This is an optimization exercise on Yosys and OpenROAD, whose aim is small area and a short achievable clock period, not a production implementation.
No run shown here included a check of the RTL's function; only the layout flow was run.
Power is estimated from default activity; no workload was simulated.

<file path="flow/run.sh">
#!/bin/bash
# The standard layout (standard.sh, unchanged synthesis and steps) with two
# knobs the flow settings cannot reach: port buffers are buf_2 cells instead
# of the default delay cells, and timing repair aims for a larger setup slack.
# make's output goes to flow.log here; each ORFS step keeps its own log under
# orfs/logs/.
set -euo pipefail
export BUFFER_PORTS_ARGS="-buffer_cell sky130_fd_sc_hd__buf_2"
export SETUP_SLACK_MARGIN=5
bash standard.sh > flow.log 2>&1
</file>
<file path="standard.sh">
#!/bin/bash
# synth_recipe.tcl (not shown) runs the flow's synth.tcl, then flattens the netlist and writes it again
# the make line also repeats each setting of config.mk as NAME=value (left out here)
make -C /OpenROAD-flow-scripts/flow DESIGN_CONFIG=/design/flow/config.mk WORK_HOME=/design/flow/orfs CLKGATE_MAP_FILE= SYNTH_SCRIPT=/design/flow/synth_recipe.tcl "${@:-finish}"
</file>
<file path="config.mk">
export PLATFORM = sky130hd
export DESIGN_NAME = fairq_top
export DESIGN_NICKNAME = fairq_top
export VERILOG_FILES = /design/flow/design.v
export SDC_FILE = /design/flow/constraint.sdc
export NUM_CORES = 4
export LEC_CHECK = 0
export CAP_MARGIN = 20
export CORE_MARGIN = 2
export CORE_UTILIZATION = 40
export CTS_CLUSTER_DIAMETER = 150
export CTS_CLUSTER_SIZE = 20
export SLEW_MARGIN = 20
</file>
<file path="constraint.sdc">
create_clock -name core_clock -period 8.5 [get_ports {clk}]
set_input_delay 1.7000 -clock core_clock [delete_from_list [all_inputs] [get_ports {clk}]]
set_output_delay 1.7000 -clock core_clock [all_outputs]
set_load 0.01 [all_outputs]
</file>
<file path="design.v">
`default_nettype none
package fairq_pkg;
   typedef logic [64-1:0]              data_word_t;
   typedef logic [8-1:0]              ctrl_t;
   typedef logic [$clog2(8)-1:0]      queue_idx_t;
   typedef logic [8-1:0]              queue_mask_t;
   typedef logic [19-1:0]         sram_addr_t;
   typedef logic [15:0]                            flow_count_t;
   typedef logic [15:0]                            share_t;
   typedef logic [15:0]                            window_t;
   typedef enum logic [8:0] {
      CTRL_WORD = 9'b0_0000_0001,
      WORD_1    = 9'b0_0000_0010,
      WORD_2    = 9'b0_0000_0100,
      WORD_3    = 9'b0_0000_1000,
      WORD_4    = 9'b0_0001_0000,
      WORD_5    = 9'b0_0010_0000,
      WORD_6    = 9'b0_0100_0000,
      WORD_7    = 9'b0_1000_0000,
      WAIT_EOP  = 9'b1_0000_0000
   } parse_state_t;
   function automatic window_t ones_add(input window_t a, input window_t b);
      logic [16:0] sum;
      sum = {1'b0, a} + {1'b0, b};
      ones_add = sum[15:0] + {15'b0, sum[16]};
   endfunction
endpackage
`default_nettype wire
`timescale 1ns/1ps
`default_nettype none
module fairq_header_parser (
   input  logic                    clk,
   input  logic                    reset,
   input  logic                    in_wr,
   input  fairq_pkg::ctrl_t        in_ctrl,
   input  fairq_pkg::data_word_t   in_data,
   output logic                    ev_open,
   output logic                    ev_close,
   output fairq_pkg::queue_idx_t   dst_queue,
   output logic                    header_word,
   output logic                    rewrite_word,
   output fairq_pkg::queue_idx_t   src_queue
);
   localparam logic [3:0] S_CTRL = 4'd0;
   localparam logic [3:0] S_W1   = 4'd1;
   localparam logic [3:0] S_W2   = 4'd2;
   localparam logic [3:0] S_W3   = 4'd3;
   localparam logic [3:0] S_W4   = 4'd4;
   localparam logic [3:0] S_W5   = 4'd5;
   localparam logic [3:0] S_W6   = 4'd6;
   localparam logic [3:0] S_W7   = 4'd7;
   localparam logic [3:0] S_EOP  = 4'd8;
   logic [3:0]    state;
   logic [3:0]    state_next;
   logic          single_dest;
   logic          web_port;
   logic          word_6_seen;
   logic          hdr_single;
   logic [15:0]   ether_type;
   logic [7:0]    ip_proto;
   logic [15:0]   tcp_src_port;
   logic [15:0]   tcp_dst_port;
   logic          tcp_fin;
   logic          tcp_syn;
   logic          tcp_rst;
   logic          tcp_ack;
   assign ether_type   = in_data[31:16];
   assign ip_proto     = in_data[7:0];
   assign tcp_src_port = in_data[47:32];
   assign tcp_dst_port = in_data[31:16];
   assign tcp_fin      = in_data[0];
   assign tcp_syn      = in_data[1];
   assign tcp_rst      = in_data[2];
   assign tcp_ack      = in_data[4];
   assign web_port = (tcp_src_port == 16'd80) || (tcp_src_port == 16'd5001) ||
                     (tcp_dst_port == 16'd80) || (tcp_dst_port == 16'd5001);
   assign hdr_single = (in_data[7:0] != 8'd0) &&
                       ((in_data[7:0] & (in_data[7:0] - 8'd1)) == 8'd0);
   assign header_word = in_wr && (state == S_CTRL) && (in_ctrl == 8'hFF);
   always_comb begin
      state_next = state;
      if (in_wr) begin
         case (state)
            S_CTRL: if (in_ctrl == 8'hFF) state_next = S_W1;
            S_W1:   state_next = S_W2;
            S_W2:   state_next = (ether_type == 16'h0800) ? S_W3 : S_EOP;
            S_W3:   state_next = (ip_proto == 8'd6) ? S_W4 : S_EOP;
            S_W4:   state_next = S_W5;
            S_W5:   state_next = web_port ? S_W6 : S_EOP;
            S_W6:   state_next = (tcp_ack && !tcp_syn && !tcp_fin && !tcp_rst) ? S_W7 : S_EOP;
            default: state_next = S_EOP;
         endcase
         if (state != S_CTRL && in_ctrl != 8'd0) state_next = S_CTRL;
      end
   end
   always_ff @(posedge clk) begin
      if (reset) state <= S_CTRL;
      else       state <= state_next;
   end
   always_ff @(posedge clk) begin
      if (header_word) begin
         src_queue   <= in_data[16 +: 3];
         single_dest <= hdr_single;
         dst_queue   <= {|(in_data[7:0] & 8'b1111_0000),
                         |(in_data[7:0] & 8'b1100_1100),
                         |(in_data[7:0] & 8'b1010_1010)};
      end
   end
   assign word_6_seen = in_wr && (state == S_W6) && single_dest;
   assign ev_open  = word_6_seen && tcp_syn && tcp_ack;
   assign ev_close = word_6_seen && tcp_fin;
   assign rewrite_word = in_wr && (state == S_W7);
endmodule
`default_nettype wire
`timescale 1ns/1ps
`default_nettype none
module fairq_queue_lane (
   input  logic                   clk,
   input  logic                   reset,
   input  logic                   cap_en,
   input  logic [16:0]            cap_bus,
   input  logic                   open_en,
   input  fairq_pkg::flow_count_t open_bus,
   input  logic                   diff_en,
   input  fairq_pkg::flow_count_t diff_bus,
   input  logic                   set_live,
   output logic                   live,
   output logic [16:0]            cap4,
   output fairq_pkg::flow_count_t open_count,
   output fairq_pkg::flow_count_t flow_diff
);
   always_ff @(posedge clk) begin
      if (cap_en)  cap4       <= cap_bus;
      if (open_en) open_count <= open_bus;
      if (diff_en) flow_diff  <= diff_bus;
   end
   always_ff @(posedge clk) begin
      if (reset)         live <= 1'b0;
      else if (set_live) live <= 1'b1;
   end
endmodule
`default_nettype wire
`timescale 1ns/1ps
`default_nettype none
module fairq_sub #(
   parameter int W = 17
) (
   input  logic [W-1:0] a,
   input  logic [W-1:0] b,
   output logic [W-1:0] d,
   output logic         ge
);
   localparam int L = $clog2(W);
   logic [W-1:0] x;
   logic [W-1:0] g [L+1];
   logic [W-1:0] p [L+1];
   assign x    = ~(a ^ b);
   assign g[0] = {a[W-1:1] & ~b[W-1:1], a[0] | ~b[0]};
   assign p[0] = x;
   for (genvar l = 0; l < L; l++) begin : g_level
      for (genvar i = 0; i < W; i++) begin : g_bit
         if (i >= (1 << l)) begin : g_join
            assign g[l+1][i] = g[l][i] | (p[l][i] & g[l][i-(1<<l)]);
            assign p[l+1][i] = p[l][i] & p[l][i-(1<<l)];
         end else begin : g_pass
            assign g[l+1][i] = g[l][i];
            assign p[l+1][i] = p[l][i];
         end
      end
   end
   assign d  = x ^ {g[L][W-2:0], 1'b1};
   assign ge = g[L][W-1];
endmodule
module fairq_eac_add (
   input  logic [15:0] a,
   input  logic [15:0] b,
   output logic [15:0] s
);
   logic [15:0] x;
   logic [15:0] g [5];
   logic [15:0] p [5];
   assign x    = a ^ b;
   assign g[0] = a & b;
   assign p[0] = x;
   for (genvar l = 0; l < 4; l++) begin : g_level
      for (genvar i = 0; i < 16; i++) begin : g_bit
         assign g[l+1][i] = g[l][i] | (p[l][i] & g[l][(i+16-(1<<l))%16]);
         if (l < 3) begin : g_prop
            assign p[l+1][i] = p[l][i] & p[l][(i+16-(1<<l))%16];
         end else begin : g_noprop
            assign p[l+1][i] = 1'b0;
         end
      end
   end
   assign s = x ^ {g[4][14:0], g[4][15]};
endmodule
module fairq_window_rewriter (
   input  logic                    clk,
   input  logic                    reset,
   input  logic                    in_wr,
   input  fairq_pkg::ctrl_t        in_ctrl,
   input  fairq_pkg::data_word_t   in_data,
   input  logic                    rewrite_word,
   input  fairq_pkg::queue_idx_t   src_queue,
   input  logic                    port_free,
   output fairq_pkg::queue_idx_t   div_queue,
   output fairq_pkg::queue_idx_t   div_queue_next,
   input  logic                    port_live,
   input  logic [16:0]             port_cap4,
   input  fairq_pkg::flow_count_t  port_open,
   input  fairq_pkg::flow_count_t  port_diff,
   output logic                    out_wr,
   output fairq_pkg::ctrl_t        out_ctrl,
   output fairq_pkg::data_word_t   out_data
);
   localparam logic [3:0] LAST = 4'd14;
   logic [3:0]    step_count;
   logic [15:0]   divisor;
   logic [15:0]   remainder;
   logic [12:0]   quotient;
   logic          live_s;
   logic          sat;
   logic          open_ge;
   logic [15:0]   unused_open_d;
   logic          diff_ok;
   logic [16:0]   part;
   logic [16:0]   dif;
   logic          ge;
   logic          sat_lo;
   logic [3:0]    unused_sat_d;
   logic [12:0]   code;
   fairq_sub #(.W(16)) u_flows (
      .a  (port_open),
      .b  (port_diff),
      .d  (unused_open_d),
      .ge (open_ge)
   );
   assign diff_ok = (port_diff != 16'd0) && open_ge;
   fairq_sub #(.W(4)) u_sat (
      .a  (remainder[3:0]),
      .b  (divisor[3:0]),
      .d  (unused_sat_d),
      .ge (sat_lo)
   );
   assign part = {remainder, quotient[12]};
   fairq_sub #(.W(17)) u_step (
      .a  (part),
      .b  ({1'b0, divisor}),
      .d  (dif),
      .ge (ge)
   );
   always_ff @(posedge clk) begin
      if (reset) begin
         step_count <= 4'd0;
      end else if (step_count == 4'd0) begin
         if (port_free) step_count <= 4'd1;
      end else if (step_count == LAST) begin
         step_count <= 4'd0;
      end else begin
         step_count <= step_count + 4'd1;
      end
   end
   assign div_queue_next = reset ? 3'd0 :
                           (step_count == LAST) ? div_queue + 3'd1 : div_queue;
   always_ff @(posedge clk) begin
      div_queue <= div_queue_next;
   end
   always_ff @(posedge clk) begin
      if (step_count == 4'd0) begin
         live_s    <= port_live;
         divisor   <= diff_ok ? port_diff : 16'd1;
         remainder <= {12'd0, port_cap4[16:13]};
         quotient  <= port_cap4[12:0];
      end else if (step_count != LAST) begin
         if (step_count == 4'd1)
            sat <= (divisor[15:4] == 12'd0) && sat_lo;
         remainder <= ge ? dif[15:0] : part[15:0];
         quotient  <= {quotient[11:0], ge};
      end
   end
   always_comb begin
      if (!live_s)                     code = 13'd0;
      else if (sat)                    code = 13'd1;
      else if (quotient[12:8] == 5'd0) code = 13'h100;
      else                             code = quotient;
   end
   logic [12:0]   win_code [8];
   logic [12:0]   code_bus;
   logic [12:0]   src_code;
   assign code_bus = reset ? 13'd0 : code;
   for (genvar q = 0; q < 8; q++) begin : g_code
      always_ff @(posedge clk) begin
         if (reset || (step_count == LAST && div_queue == 3'(q)))
            win_code[q] <= code_bus;
      end
   end
   assign src_code = win_code[src_queue];
   logic                  has_share;
   fairq_pkg::window_t    new_window;
   always_ff @(posedge clk) begin
      has_share  <= (src_code != 13'd0);
      new_window <= (src_code[12:8] == 5'd0) ? 16'hFFFF : {src_code, 3'b000};
   end
   fairq_pkg::window_t    old_window;
   fairq_pkg::window_t    old_checksum;
   fairq_pkg::window_t    csa_sum;
   fairq_pkg::window_t    csa_carry;
   fairq_pkg::window_t    ck_sum;
   fairq_pkg::data_word_t data_next;
   assign old_window   = in_data[63:48];
   assign old_checksum = in_data[47:32];
   assign csa_sum   = old_window ^ old_checksum ^ new_window;
   assign csa_carry = (~old_window & ~old_checksum) | (~old_window & new_window) |
                      (~old_checksum & new_window);
   fairq_eac_add u_ck (
      .a (csa_sum),
      .b ({csa_carry[14:0], csa_carry[15]}),
      .s (ck_sum)
   );
   assign data_next = (rewrite_word && has_share) ?
                      {new_window, ~ck_sum, in_data[31:0]} : in_data;
   always_ff @(posedge clk) begin
      if (reset) out_wr <= 1'b0;
      else       out_wr <= in_wr;
   end
   always_ff @(posedge clk) begin
      out_ctrl <= in_ctrl;
      out_data <= data_next;
   end
endmodule
`default_nettype wire
`timescale 1ns/1ps
`default_nettype none
module fairq_top (
   input  logic                   clk,
   input  logic                   reset,
   input  logic                   in_wr,
   input  fairq_pkg::ctrl_t       in_ctrl,
   input  fairq_pkg::data_word_t  in_data,
   input  logic                   rd_dst_addr,
   input  fairq_pkg::queue_idx_t  dst_oq,
   input  fairq_pkg::sram_addr_t  dst_oq_high_addr,
   input  fairq_pkg::sram_addr_t  dst_oq_low_addr,
   output logic                   out_wr,
   output fairq_pkg::ctrl_t       out_ctrl,
   output fairq_pkg::data_word_t  out_data
);
   logic                      ev_open;
   logic                      ev_close;
   logic                      header_word;
   logic                      rewrite_word;
   fairq_pkg::queue_idx_t     src_queue;
   fairq_pkg::queue_idx_t     dst_queue;
   fairq_pkg::sram_addr_t     new_capacity;
   logic                      unused_cap_ge;
   logic                      new_cap_nz;
   logic [8-1:0] lane_live;
   logic [16:0]               lane_cap4  [8];
   fairq_pkg::flow_count_t    lane_open  [8];
   fairq_pkg::flow_count_t    lane_diff  [8];
   fairq_pkg::queue_idx_t     div_queue;
   fairq_pkg::queue_idx_t     div_queue_next;
   fairq_pkg::queue_idx_t     sel_next;
   fairq_pkg::queue_mask_t    sel_hot;
   logic                      a_next;
   logic                      b_next;
   fairq_pkg::queue_idx_t     b_queue_next;
   logic                      port_free;
   logic                      sel_live;
   logic [16:0]               sel_cap4;
   fairq_pkg::flow_count_t    sel_open;
   fairq_pkg::flow_count_t    sel_diff;
   logic                      same_queue;
   logic                      a_open;
   logic                      a_close;
   logic                      a_two;
   logic                      b_open_early;
   logic                      b_close_early;
   logic                      b_open;
   logic                      b_close;
   fairq_pkg::queue_idx_t     b_queue;
   logic                      do_open;
   logic                      do_close;
   logic                      open_two;
   logic [16:0]               cap_bus;
   fairq_pkg::flow_count_t    open_bus;
   fairq_pkg::flow_count_t    diff_bus;
   fairq_pkg::flow_count_t    diff_step;
   fairq_header_parser u_parser (
      .clk           (clk),
      .reset         (reset),
      .in_wr         (in_wr),
      .in_ctrl       (in_ctrl),
      .in_data       (in_data),
      .ev_open       (ev_open),
      .ev_close      (ev_close),
      .dst_queue     (dst_queue),
      .header_word   (header_word),
      .rewrite_word  (rewrite_word),
      .src_queue     (src_queue)
   );
   assign same_queue = (src_queue == dst_queue);
   always_ff @(posedge clk) begin
      if (reset) begin
         a_open        <= 1'b0;
         a_close       <= 1'b0;
         b_open_early  <= 1'b0;
         b_close_early <= 1'b0;
         b_open        <= 1'b0;
         b_close       <= 1'b0;
      end else begin
         a_open        <= ev_open;
         a_close       <= ev_close && same_queue;
         b_open_early  <= ev_open && !same_queue;
         b_close_early <= ev_close && !same_queue;
         b_open        <= b_open_early;
         b_close       <= b_close_early;
      end
   end
   assign b_queue_next = (ev_open || ev_close) ? dst_queue : b_queue;
   always_ff @(posedge clk) begin
      if (ev_open || ev_close) a_two <= same_queue;
      b_queue <= b_queue_next;
   end
   assign port_free = !(a_open || a_close || b_open || b_close);
   assign a_next    = (ev_open || (ev_close && same_queue)) && !reset;
   assign b_next    = b_open_early || b_close_early;
   always_comb begin
      if (a_next)      sel_next = src_queue;
      else if (b_next) sel_next = b_queue_next;
      else             sel_next = div_queue_next;
   end
   always_ff @(posedge clk) begin
      sel_hot <= 8'd1 << sel_next;
   end
   always_comb begin
      sel_live = 1'b0;
      sel_cap4 = '0;
      sel_open = '0;
      sel_diff = '0;
      for (int q = 0; q < 8; q++) begin
         sel_live = sel_live | (sel_hot[q] & lane_live[q]);
         sel_cap4 = sel_cap4 | ({17{sel_hot[q]}} & lane_cap4[q]);
         sel_open = sel_open | ({16{sel_hot[q]}} & lane_open[q]);
         sel_diff = sel_diff | ({16{sel_hot[q]}} & lane_diff[q]);
      end
   end
   assign do_open  = a_open || b_open;
   assign do_close = a_close || b_close;
   assign open_two = a_open && a_two;
   always_comb begin
      if (do_open && do_close) diff_step = open_two ? 16'd1 : 16'd0;
      else if (do_open)        diff_step = open_two ? 16'd2 : 16'd1;
      else                     diff_step = 16'hFFFF;
   end
   assign open_bus = reset ? 16'd0 : sel_open + (open_two ? 16'd2 : 16'd1);
   assign diff_bus = reset ? 16'd0 : sel_diff + diff_step;
   fairq_sub #(.W(19)) u_cap (
      .a  (dst_oq_high_addr),
      .b  (dst_oq_low_addr),
      .d  (new_capacity),
      .ge (unused_cap_ge)
   );
   assign new_cap_nz = (dst_oq_high_addr != dst_oq_low_addr);
   assign cap_bus    = reset ? 17'd0 : new_capacity[18:2];
   for (genvar q = 0; q < 8; q++) begin : g_lane
      logic cap_hit, open_hit, close_hit;
      assign cap_hit   = rd_dst_addr && (dst_oq == 3'(q));
      assign open_hit  = do_open && sel_hot[q];
      assign close_hit = do_close && sel_hot[q];
      fairq_queue_lane u_lane (
         .clk         (clk),
         .reset       (reset),
         .cap_en      (reset || cap_hit),
         .cap_bus     (cap_bus),
         .open_en     (reset || open_hit),
         .open_bus    (open_bus),
         .diff_en     (reset || open_hit || close_hit),
         .diff_bus    (diff_bus),
         .set_live    ((cap_hit && new_cap_nz) || open_hit || close_hit),
         .live        (lane_live[q]),
         .cap4        (lane_cap4[q]),
         .open_count  (lane_open[q]),
         .flow_diff   (lane_diff[q])
      );
   end
   fairq_window_rewriter u_rewriter (
      .clk          (clk),
      .reset        (reset),
      .in_wr        (in_wr),
      .in_ctrl      (in_ctrl),
      .in_data      (in_data),
      .rewrite_word (rewrite_word),
      .src_queue    (src_queue),
      .port_free    (port_free),
      .div_queue    (div_queue),
      .div_queue_next (div_queue_next),
      .port_live    (sel_live),
      .port_cap4    (sel_cap4),
      .port_open    (sel_open),
      .port_diff    (sel_diff),
      .out_wr       (out_wr),
      .out_ctrl     (out_ctrl),
      .out_data     (out_data)
   );
endmodule
`default_nettype wire
</file>
==> impl_metrics.toml, run 1 <==
[power_and_ir_drop]
intPower_mw = 5.38
p_comb_share_pct = 18.5
pwr-share-clk_pct = 26.3
p_total_mw = 7.39
pwr_density_cell_nw_per_um2 = 221
pwr-share-seq_pct = 55.2
switchingPower_mw = 2.01
p_leak_nw = 12.2
switching_share_pct = 27.2
vdd_drop_max_mv = 0.151

[place]
hpwl_um = 48400
routabilityCongestion = 0.922
dpl_cell_area_um2 = 31200
portBuffers = 189

[synth]
ys_types = 90
synth_top_area_cell = "edfxtp_1"
synth_top_family_by_area = "compound AO/OA/AOI/OAI gates"
synth-edff-count = 539
syn_area_per_cell_um2 = 13.0
yosys.area_share.simple_pct = 8.98
synth_compound_area_share_pct = 14.6
netlist_area_um2 = 29200
async_flop_share_pct = 0
synth-seq-cells = 675
synth_fp_nets = 2464
yosys.area.top_type_share_pct = 55.5
synth-xor-area-share_pct = 1.86
syn_inst = 2237
synthMuxAreaShare_pct = 1.21
synth_area_leaders = "edfxtp_1, dfxtp_1, a22oi_1"
synthFlopType = "edfxtp_1"
synth_fa_ha_area_share_pct = 5.24
synth-warning-count = 23
synth_seq_area_share_pct = 64.8

[sta]
hold_viol = 0
fmax_ghz = 0.284
whs_ps = 470
tns_ps = 0
slew_viol_final = 0
skew_ps = 33.7
fin_crit_sh_pct = 41.4
slew_headroom_pct = 30.6
rsz0062_at_grt = "true"
setup_violations = 0
layout_min_cycle_time_ps = 3520
worst_pin_slew_ps = 1040

[critical_path]
critical-path-max-stage-delay_ps = 500
cp_common_cell = "a21oi_1"
critical_path_required_ps = 8950
crit_fanout = 6
crit_path_start_kind = "input pin"
worstPathCellList = "buf_2 > inv_1 > fa_1 > ha_4 > nand2_1 > o21ai_1 > a21oi_1 > o31ai_2 > xnor2_1 > a21oi_1"
endpoint_kind = "register"
critPathArrivalTime_ps = 3970
criticalPathCategory = "input pin to register"
crit_slowest_cell = "fa_1"

[cts]
clockBufferDepth = 3
htreeDepth = 2
cts_hold_buf = 0
insertion_delay_ps = 610
cts_sinks = 675
clk_pin_slew_ps = 90
cts_tree = "yes"
cts_buffers = 39
root_buffer = "clkbuf_16"

[drt]
dr.pass1.iters = 8
post_drt_wl_per_cell_um = 22.5
drc = 0
routed_wl_um = 77200
vias_per_cell = 5.67
ant_nets = 0
drtIter0Drc = 1561
num_vias = 19400

[cells_and_area]
post-route-cell-area_um2 = 33400
syn_to_final_growth_pct = 14.5
insertedDiodeCount = 0
num-nets-final = 2661
drive_gt1_share_pct = 18.8
fill_cells = 6498

[die]
core_um2 = 72600
rows = 99
start_util_pct = 40.2
ioPinCount = 190
die_w_um = 274
die_area_um2 = 75100
die_y_um = 274

[global_route]
antenna_found_initial = 0
grt_max_degree = 63
grt_pass1_vias = 19100
grt_pass1_wl_um = 115000
grt_util_all_layers_pct = 19.9
gr-total-overflow = 0

[hold_path]
hold_class = "register to register"

[flow_run]
maxCapViolCount = 0

[status]
status = "timing/DRC/antenna clean"
-- power groups by stage --
stage	registers, mW	logic (mW)	clock network [mW]
floorplan	4.12	0.952	0
global placement	4.15	1.25	0
detailed placement	4.16	1.28	0
CTS	4.08	1.31	1.99
global route	4.11	1.50	2.09
finish	4.08	1.37	1.94
-- per-layer routing --
| metal | vias up | global-route usage, % | part of all wire [%] |
|---|---|---|---|
| met4 | 0 | 4.95 | 2.3 |
| li1 | 8950 | - | - |
| met3 | 115 | 2.44 | 5.9 |
| met5 | - | 0 | 0 |
| met2 | 670 | 34.7 | 49 |
| met1 | 9678 | 26.4 | 42 |
-- through the flow --
step | cells | utilization (%) | setup slack [ps]
finish | 3423 | 46.0 | 4980
global route | 3423 | 46.0 | 4910
CTS | 3407 | 45.3 | 5000
detailed placement | 3302 | 43.0 | 4060
global placement | 3302 | 43.0 | 4120
floorplan | 2237 | - | 4740
-- worst max-delay path, delay by kind of cell --
kind                       cells  cell delay, ps
AOI/OAI and AO/OA              4             840
xor gates and xnor gates       1             210
adders and majority gates      2             850
buffers and inverters          2             190
and+or+nand+nor                1             170
-- cell usage in the layout, fill, tap and decap left out, types with 12 or more instances in the layout --
master / synthesis / routed
a21o_1: 45 / 39
a21oi_1: 110 / 94
a21oi_2: 1 / 17
a221oi_1: 38 / 38
a22o_1: 26 / 26
a22oi_1: 156 / 151
a31oi_1: 28 / 25
and2_1: 13 / 13
buf_2: 22 / 185
buf_4: 12 / 45
clkbuf_1: 35 / 29
clkbuf_16: 0 / 44
dfxtp_1: 136 / 128
edfxtp_1: 539 / 539
fa_1: 19 / 18
ha_1: 91 / 68
ha_4: 0 / 21
inv_1: 110 / 94
inv_2: 5 / 17
mux2i_1: 25 / 25
nand2_1: 92 / 88
nand2b_1: 15 / 15
nand3_1: 23 / 22
nand4_1: 44 / 44
nor2_1: 186 / 176
nor2_2: 3 / 13
nor2b_1: 21 / 20
nor3_1: 43 / 39
nor4_1: 17 / 17
o21a_1: 15 / 15
o21ai_0: 79 / 69
o21ai_1: 14 / 20
o21bai_1: 13 / 13
or2_1: 12 / 12
xnor2_1: 40 / 40
xor2_1: 22 / 22
-- kinds of logic (layout without fill, tap and decap cells) --
family / count (synthesis) / after routing
flops: 675 / 675
compound gates: 613 / 613
fa+ha+maj: 111 / 111
xor+xnor: 62 / 62
mux: 34 / 34
buf+inv: 215 / 442
simple gates: 527 / 527
-- cell usage after synthesis, types with 5 or more instances --
library cell,count
a211oi_1,12
a21o_1,45
a21oi_1,110
a221oi_1,38
a22o_1,26
a22oi_1,156
a31o_2,7
a31oi_1,28
and2_1,13
and3_1,9
and4_1,17
buf_1,22
buf_2,22
buf_4,12
buf_6,8
clkbuf_1,35
dfxtp_1,136
edfxtp_1,539
fa_1,19
ha_1,91
inv_1,110
inv_2,5
mux2_2,5
mux2i_1,25
nand2_1,92
nand2b_1,15
nand3_1,23
nand4_1,44
nor2_1,186
nor2b_1,21
nor3_1,43
nor4_1,17
o21a_1,15
o21ai_0,79
o21ai_1,14
o21bai_1,13
o22ai_1,5
o31ai_1,18
or2_1,12
or3_1,7
xnor2_1,40
xor2_1,22
-- final timing paths --
| path | from | depth (start not counted) | slack, ps | end |
|---|---|---|---|---|
| worst max-delay path | in_data[33] | 10 | 4980 | u_rewriter.out_data[47] |
| worst min register to register | b_queue[2] | 1 | 470 | b_queue[2] |
| worst min-delay path | b_queue[2] | 1 | 470 | b_queue[2] |
| worst max register to register | sel_hot[3] | 11 | 5060 | g_lane[6].u_lane.flow_diff[12] |
-- registers in the layout (all words and copies together), names as in the netlist, 3 cells and up --
name	count
u_parser.src_queue	3
g_lane.u_lane.live	8
u_rewriter.remainder	16
u_rewriter.div_queue	3
g_lane.u_lane.open_count	128
u_parser.dst_queue	3
u_rewriter.new_window	14
u_rewriter.quotient	13
u_rewriter.out_ctrl	8
b_queue	3
u_parser.state	4
u_rewriter.divisor	16
sel_hot	8
g_lane.u_lane.flow_diff	128
u_rewriter.out_data	64
g_lane.u_lane.cap4	136
u_rewriter.step_count	4
u_rewriter.win_code	104
-- timing repair --
item                       in CTS  in global routing
setup buffers                  33                 11
setup endpoints to repair     305                385
cloned                          1                  5
resized for setup              48                 80
pin swaps                      12                 38
-- area by class of cell --
cell class | instances | area [um^2] | share of cell area, %
Tap cell | 959 | 1200 | 3.59
Timing Repair Buffer | 256 | 1770 | 5.29
Clock inverter | 3 | 38.8 | 0.116
Inverter | 115 | 460 | 1.38
Sequential cell | 675 | 18900 | 56.7
Multi-Input combinational cell | 1347 | 9920 | 29.7
Clock buffer | 68 | 1080 | 3.25
==> inputs of run 2 (changes only) <==
--- a/design.v
+++ b/design.v
@@ -141,2 +141,16 @@
 endmodule
+module fairq_step #(
+   parameter int W = 16
+) (
+   input  logic [W-1:0] x,
+   input  logic         down,
+   output logic [W-1:0] y
+);
+   logic [W-1:0] t;
+   assign t = down ? ~x : x;
+   assign y[0] = ~x[0];
+   for (genvar i = 1; i < W; i++) begin : g_bit
+      assign y[i] = x[i] ^ (&t[i-1:0]);
+   end
+endmodule
 `default_nettype wire
@@ -215,3 +229,3 @@
 );
-   localparam logic [3:0] LAST = 4'd14;
+   localparam logic [3:0] LAST = 4'd15;
    logic [3:0]    step_count;
@@ -225,2 +239,3 @@
    logic          diff_ok;
+   logic          diff_ok_r;
    logic [16:0]   part;
@@ -270,7 +285,10 @@
          live_s    <= port_live;
-         divisor   <= diff_ok ? port_diff : 16'd1;
+         diff_ok_r <= diff_ok;
+         divisor   <= port_diff;
          remainder <= {12'd0, port_cap4[16:13]};
          quotient  <= port_cap4[12:0];
+      end else if (step_count == 4'd1) begin
+         if (!diff_ok_r) divisor <= 16'd1;
       end else if (step_count != LAST) begin
-         if (step_count == 4'd1)
+         if (step_count == 4'd2)
             sat <= (divisor[15:4] == 12'd0) && sat_lo;
@@ -387,3 +405,3 @@
    fairq_pkg::flow_count_t    diff_bus;
-   fairq_pkg::flow_count_t    diff_step;
+   fairq_pkg::flow_count_t    diff_next;
    fairq_header_parser u_parser (
@@ -450,9 +468,21 @@
    assign open_two = a_open && a_two;
+   fairq_pkg::flow_count_t    open_p1;
+   fairq_pkg::flow_count_t    open_p2;
+   fairq_pkg::flow_count_t    diff_p1;
+   fairq_pkg::flow_count_t    diff_p2;
+   fairq_pkg::flow_count_t    diff_m1;
+   fairq_step #(.W(16)) u_open_p1 (.x(sel_open), .down(1'b0), .y(open_p1));
+   fairq_step #(.W(15)) u_open_p2 (.x(sel_open[15:1]), .down(1'b0), .y(open_p2[15:1]));
+   fairq_step #(.W(16)) u_diff_p1 (.x(sel_diff), .down(1'b0), .y(diff_p1));
+   fairq_step #(.W(15)) u_diff_p2 (.x(sel_diff[15:1]), .down(1'b0), .y(diff_p2[15:1]));
+   fairq_step #(.W(16)) u_diff_m1 (.x(sel_diff), .down(1'b1), .y(diff_m1));
+   assign open_p2[0] = sel_open[0];
+   assign diff_p2[0] = sel_diff[0];
    always_comb begin
-      if (do_open && do_close) diff_step = open_two ? 16'd1 : 16'd0;
-      else if (do_open)        diff_step = open_two ? 16'd2 : 16'd1;
-      else                     diff_step = 16'hFFFF;
+      if (do_open && do_close) diff_next = open_two ? diff_p1 : sel_diff;
+      else if (do_open)        diff_next = open_two ? diff_p2 : diff_p1;
+      else                     diff_next = diff_m1;
    end
-   assign open_bus = reset ? 16'd0 : sel_open + (open_two ? 16'd2 : 16'd1);
-   assign diff_bus = reset ? 16'd0 : sel_diff + diff_step;
+   assign open_bus = reset ? 16'd0 : (open_two ? open_p2 : open_p1);
+   assign diff_bus = reset ? 16'd0 : diff_next;
    fairq_sub #(.W(19)) u_cap (
--- a/config.mk
+++ b/config.mk
@@ -10,4 +10,2 @@
 export CORE_UTILIZATION = 40
-export CTS_CLUSTER_DIAMETER = 150
-export CTS_CLUSTER_SIZE = 20
 export SLEW_MARGIN = 20
==> run 2 against run 1 <==
Final area rose by 4.2%. Fmax fell by 2.9%. Critical path depth fell by 6. First-iteration DRC count rose by 1.7%. Non-clock buffer count fell by 19. Combinational power rose by 4%.
==> impl_metrics.toml, run 2 <==
[critical_path]
critical_path_required_ps = 8740
worstReg2RegStart = "sel_hot[1]"
r2r_cells = 14
critical-path-max-stage-delay_ps = 810
critPathArrivalTime_ps = 3870
worstPathCellList = "buf_2 > inv_1 > nand2_1 > a21o_1"
crit_slowest_cell = "nand2_1"
criticalPathCategory = "input pin to register"
endpoint_kind = "register"
crit_fanout = 18
worstReg2RegEnd = "g_lane[7].u_lane.flow_diff[15]"
r2r_slack_ps = 5080
crit_path_start_kind = "input pin"

[cells_and_area]
final_common_cell = "edfxtp_1"
syn_to_final_growth_pct = 18.5
final_cell_mix = "edfxtp_1, buf_2, nor2_1"
stdcell_count = 3517
final_core_util_pct = 47.8
largestRegisters = "g_lane.u_lane.cap4: 136 flops, g_lane.u_lane.flow_diff: 128 flops, g_lane.u_lane.open_count: 128 flops"
regArea_um2 = 19000
insertedDiodeCount = 0
num-nets-final = 2723
regMostFlops = "g_lane.u_lane.cap4"
drive_gt1_share_pct = 20.4
multi_input_area_um2 = 10300
post-route-cell-area_um2 = 34800
largest_reg_flops = 136
fill_cells = 6465

[synth]
syn_area_per_cell_um2 = 12.8
synth_top_family_by_area = "compound AO/OA/AOI/OAI gates"
synth_top_area_cell = "edfxtp_1"
synth-edff-count = 540
netlist_area_um2 = 29400
synth_compound_area_share_pct = 13.9
synth_fp_nets = 2519
async_flop_share_pct = 0
syn_inst = 2295
yosys.area_share.simple_pct = 9.64
synth_fa_ha_area_share_pct = 5.06
yosys.area.top_type_share_pct = 55.2
synthFlopType = "edfxtp_1"
synthMuxAreaShare_pct = 2.10
ys_types = 75
synth_area_leaders = "edfxtp_1, dfxtp_1, ha_1"
yosysMostFrequentCell = "edfxtp_1"
synth-xor-area-share_pct = 1.67
synth_commonest_cells = "edfxtp_1, nor2_1, nand2_1, a22oi_1, dfxtp_1"
synth-warning-count = 23
synth-seq-cells = 676
synth_seq_area_share_pct = 64.5

[die]
rows = 99
die_area_um2 = 75600
start_util_pct = 40.3
ioPinCount = 190
die_w_um = 275
core_um2 = 72800
die_y_um = 275

[drt]
drtIter0Drc = 1588
drc = 0
post_drt_wl_per_cell_um = 22.2
num_vias = 20000
vias_per_cell = 5.69
routed_wl_um = 78200
dr.pass1.iters = 5
ant_nets = 0

[sta]
layout_min_cycle_time_ps = 3620
tns_ps = 0
setup_ws_ps = 4880
whs_ps = 476
setup_violations = 0
rsz0062_at_grt = "true"
slew_viol_final = 0
slew_headroom_pct = 25.8
hold_viol = 0
fin_crit_sh_pct = 42.6
worst_pin_slew_ps = 1110
fmax_ghz = 0.276
skew_ps = 21.8

[cts]
htreeDepth = 3
clockBufferDepth = 3
insertion_delay_ps = 630
cts_tree = "yes"
cts_sinks = 676
root_buffer = "clkbuf_16"
cts_buffers = 74
clk_pin_slew_ps = 60

[place]
post-place-ws_ps = 4240
dpl_cell_area_um2 = 31600
portBuffers = 189
routabilityCongestion = 0.894
dp_cells = 3361
hpwl_um = 50800

[global_route]
grt_max_degree = 63
grt_pass1_wl_um = 117000
gr-total-overflow = 0
grt_pass1_vias = 19800
antenna_found_initial = 1
grt_util_all_layers_pct = 20.3

[hold_path]
hold_end = "b_queue[0]"
hold_start = "b_queue[0]"
min_path_cells = 1
hold_class = "register to register"

[status]
status = "timing/DRC/antenna clean"

[power_and_ir_drop]
pwr_density_cell_nw_per_um2 = 250
pwr-share-seq_pct = 46.7
p_total_mw = 8.71
intPower_mw = 6.39
switchingPower_mw = 2.32
vdd_drop_max_mv = 0.181
p_leak_nw = 12.8
switching_share_pct = 26.6
pwr-share-clk_pct = 36.9
p_comb_share_pct = 16.5

[flow_run]
maxCapViolCount = 0
-- run 2: cell count changes in the layout (fill, tap and decap cells not counted), sizes merged, moves of 14 or more --
cell | before | now
a21oi | 112 | 128
a21o | 45 | 16
clkbuf | 73 | 99
nand2 | 92 | 151
clkinv | 2 | 21
mux4 | 0 | 14
-- run 2: worst max-delay path by stage --
| stage | startpoint | end | slack (ps) | cells past startpoint |
|---|---|---|---|---|
| 3_5_place_dp | reset | g_lane[4].u_lane.flow_diff[4] | 4240 | 4 |
| 2_1_floorplan | dst_oq[1] | g_lane[4].u_lane.cap4[0] | 4840 | 2 |
| 5_1_grt | reset | g_lane[1].u_lane.flow_diff[1] | 4780 | 4 |
| 6_report | reset | g_lane[4].u_lane.flow_diff[2] | 4880 | 4 |
| 4_1_cts | reset | g_lane[4].u_lane.flow_diff[6] | 4910 | 4 |
| 3_3_place_gp | in_data[44] | u_rewriter.out_data[42] | 4230 | 10 |
-- run 2: power groups by stage --
stage	clock network (mW)	logic, mW	registers (mW)
after CTS	3.28	1.38	4.07
final	3.21	1.43	4.06
after floorplan	0	0.983	4.09
after detailed placement	0	1.36	4.13
after global routing	3.41	1.59	4.09
after global placement	0	1.34	4.12
-- run 2: final cells by class --
class | instances | share of cell area [%]
clock buffer | 99 | 5.85
clock inverter | 36 | 1.20
inverter | 119 | 1.38
multi-input combinational | 1391 | 29.5
sequential | 676 | 54.5
tap | 959 | 3.45
timing repair buffer | 237 | 4.15
-- run 2: per-layer routing --
metal / global-route usage (%) / routed length (um)
met4: 7.78 / 2570
met2: 33.1 / 36800
met3: 4.02 / 5660
met1: 26.9 / 33200
met5: 0 / 0
-- run 2: logic make-up after synthesis --
logic type / Yosys count
XOR/XNOR: 56
AO/OA/AOI/OAI: 599
flip-flops: 676
multiplexers: 43
buffers and inverters: 228
AND/OR/NAND/NOR: 584
adder cells (fa/ha/maj): 109
-- run 2: worst max-delay path, delay by kind of cell --
family | cells | cell delay [ps]
compound gates | 1 | 700
buf+inv | 2 | 630
simple gates | 1 | 810
-- run 2: timing repair --
action                                  4_1_cts  5_1_grt
pin swaps                                    10       18
buffers inserted                              9       12
endpoints found under the setup margin      278      333
gates resized for setup                      52       61
hold buffers                                  0        0

static timing again, ports no longer ideal:
The results above use ideal ports. As a check the final layouts listed here were re-extracted and re-timed, cells and wires unchanged.
Step 1 assumes that a clkbuf_16 drives the clock port and a buf_2 every other input.
Step 2 also shifts input and output timing later by t, the mid clock arrival at the registers, as if the neighbouring blocks saw the same clock.
a / b / c = ideal ports / drivers / drivers and shift; a / b = the first two.
| run | t, ns | setup WS [ns] | worst setup path after step 2 | clock arrival spread, ns | worst data-port slew with drivers (ns) |
|---|---|---|---|---|---|
| run 1 | 0.649 | 4.983 / 4.963 / 4.315 | input to register | 0.039 / 0.039 | 0.13 |
| run 2 | 0.681 | 4.877 / 4.880 / 4.198 | input to register | 0.029 / 0.029 | 0.06 |
After both steps setup and hold are still met in every run listed. For run 2, which loses most, drivers alone change the setup slack by +0.003 ns; drivers and shift together by -0.679 ns.
